From an optimization exercise on the open Yosys and OpenROAD flow, aimed at small area and few clock cycles; shortcuts taken in it are not production practice. Power is estimated from default activity; no workload was simulated.

north:
Design dmem, start of the top module:
module dmem #(
    parameter int lsq_size = 8
) (
    input  logic                               clock,
    input  logic                               reset,
    input  logic                               except,
    input  logic                               ld_en,
    input  logic [1:0]                         ld_size,
    input  logic [dmem_pkg::rob_w-1:0]         ld_rob_idx,
    input  logic [dmem_pkg::prf_w-1:0]         ld_prf_idx,
    input  logic                               st_en,
    input  logic [1:0]                         st_size,
    input  logic [31:0]                        st_data,
    input  logic [dmem_pkg::rob_w-1:0]         st_rob_idx,
    input  logic                               commit,
    input  logic                               alu_is_valid,
    input  logic [dmem_pkg::rob_w-1:0]         alu_rob_idx,
    input  logic [31:0]                        alu_data,
    input  logic [3:0]                         mem2proc_response,  
    input  logic [63:0]                        mem2proc_data,
    input  logic [3:0]                         mem2proc_tag,
    output logic [$clog2(lsq_size):0]          lsq_num_free,
    output logic                               cdb_valid_out,
    output logic [31:0]                        cdb_data_out,
    output logic [dmem_pkg::prf_w-1:0]         cdb_prf_idx_out,
    output logic [dmem_pkg::rob_w-1:0]         cdb_rob_idx_out,
    output logic [1:0]                         dmem_command,
    output logic [15:0]                        dmem_addr,
    output logic [1:0]                         dmem_size,
    output logic [63:0]                        dmem_data
);
Size: about 930 cells after synthesis, roughly 250 flip-flops, ~300 I/O pins.
==> flow/config.mk <==
export PLATFORM = sky130hd
export DESIGN_NAME = dmem
export DESIGN_NICKNAME = dmem
export VERILOG_FILES = /design/flow/design.v
export SDC_FILE = /design/flow/constraint.sdc
export NUM_CORES = 4
export LEC_CHECK = 0
export CAP_MARGIN = 20
export CORE_MARGIN = 2
export CORE_UTILIZATION = 70
export CTS_CLUSTER_DIAMETER = 100
export CTS_CLUSTER_SIZE = 25
export SLEW_MARGIN = 20
==> flow/constraint.sdc <==
create_clock -name core_clock -period 10.0 [get_ports {clock}]
set_input_delay 2.0000 -clock core_clock [delete_from_list [all_inputs] [get_ports {clock}]]
set_output_delay 2.0000 -clock core_clock [all_outputs]
set_load 0.01 [all_outputs]
standard.sh (not shown) runs the stock make flow with config.mk's settings and CLKGATE_MAP_FILE= SYNTH_SCRIPT=/design/flow/synth_recipe.tcl, a recipe that flattens the netlist after the stock synthesis.
==> flow/flow/run.sh <==
#!/bin/bash
# The standard layout, with the smallest buffer on every port instead of the
# resizer's default pick. Each tool's output stays in the logs ORFS writes
# under orfs/logs/; make's own output goes to flow_make.log.
set -euo pipefail
export BUFFER_PORTS_ARGS="-buffer_cell sky130_fd_sc_hd__buf_1"
bash standard.sh > flow_make.log 2>&1
Both conditions hold for north: the flow ran to the end and the final layout passed the timing, DRC and antenna checks.
diff inputs: north => south
- a change of CORE_UTILIZATION from 70 to 60
- a change of CTS_CLUSTER_SIZE from 25 to 20
## What came out
- Post-layout instance count excluding filler cells on south is up relative to north.
- The highest cell delay on the worst timing path in south was lower than what north gave.
- Changes observed in south relative to north: ratio of final minimum period to clock period lost 1.9 points; post-route standard cell area excluding fillers went up by 1.1%; placement-stage worst setup slack saw an increase.
- Going from north to south, actual slew at the worst max-slew pin grows by 0.032 ns.
No functional check of the RTL was part of any run of this note.

* * *

Starting RTL as in the previous note.
clock: 10.0 ns
lec_check: 0
cap_margin: 20
core_margin: 2
core_utilization: 40
cts_cluster_diameter: 100
cts_cluster_size: 30
slew_margin: 20
Scripts as last shown in full above: flow/flow/run.sh
The first run finished with timing, DRC and antenna clean.
==> next run, changes <==
--- a/flow/config.mk
+++ b/flow/config.mk
@@ -11 +11 @@
-export CTS_CLUSTER_DIAMETER = 100
+export CTS_BUF_LIST = sky130_fd_sc_hd__clkbuf_8
Effect:
- The changed run ran to the end with no violations
- flip-flop and latch count is unchanged
- count of clock-buffer cells in the layout rose by 25
- routed wire length rose by about 2%
- setup slack is worse by 39 ps
==> next run, changes <==
--- a/flow/config.mk
+++ b/flow/config.mk
@@ -11,2 +11,2 @@
-export CTS_BUF_LIST = sky130_fd_sc_hd__clkbuf_8
-export CTS_CLUSTER_SIZE = 30
+export CTS_CLUSTER_DIAMETER = 100
+export CTS_CLUSTER_SIZE = 20
The new run completed with no timing, DRC or antenna violations.
Die area does not change.
Worst setup slack gains 9.4 ps.
Flip-flop and latch count does not change.
==> next run, changes <==
--- a/flow/config.mk
+++ b/flow/config.mk
@@ -11,2 +11,2 @@
-export CTS_CLUSTER_DIAMETER = 100
-export CTS_CLUSTER_SIZE = 20
+export CTS_CLUSTER_DIAMETER = 60
+export CTS_CLUSTER_SIZE = 25
Power climbs by roughly a tenth; sequential power is about the same; setup slack improves by 27 ps; via count stays flat; utilization climbs by 0.79 points; count of clock-buffer cells in the layout drops by 2; non-clock buffer count stays the same; critical path depth is unchanged; die area is unchanged; final cell count climbs slightly.
Function was not checked in any run of this note: the RTL went through the layout flow alone.

port drivers added, routing unchanged:
Ports are ideal in the flow. The routed layouts listed here were re-timed in OpenROAD. Step 1 sets driving cells, clkbuf_16 on the clock port and buf_2 on the other inputs (assumed; they add their load-dependent delay and slew). Step 2 also shifts input and output timing later by t, the mid clock arrival at the registers, as if the neighbouring blocks saw the same clock. Slacks: ideal ports / drivers / drivers and shift; pairs: ideal ports / drivers.
run | t (ns) | slack for setup (ns) | worst hold slack (ns) | worst setup path after step 2 | pins driven straight from the clock port
north | 0.519 | 2.082 / 2.058 / 2.058 | 0.522 / 0.522 / 0.522 | input to output | 1
south | 0.524 | 2.276 / 2.253 / 2.253 | 0.528 / 0.528 / 0.528 | input to output | 1
the first run of note 2 | 0.522 | 2.068 / 2.046 / 2.046 | 0.530 / 0.530 / 0.530 | input to output | 1
the second run of note 2 | 0.595 | 2.029 / 2.007 / 2.007 | 0.523 / 0.523 / 0.523 | input to output | 1
the third run of note 2 | 0.538 | 2.038 / 2.016 / 2.016 | 0.523 / 0.523 / 0.523 | input to output | 1
the fourth run of note 2 | 0.540 | 2.065 / 2.043 / 2.043 | 0.521 / 0.521 / 0.521 | input to output | 1
After both steps setup and hold are still met in every run listed. For north, which loses most, drivers alone change the setup slack by -0.024 ns; drivers and shift together by -0.024 ns.
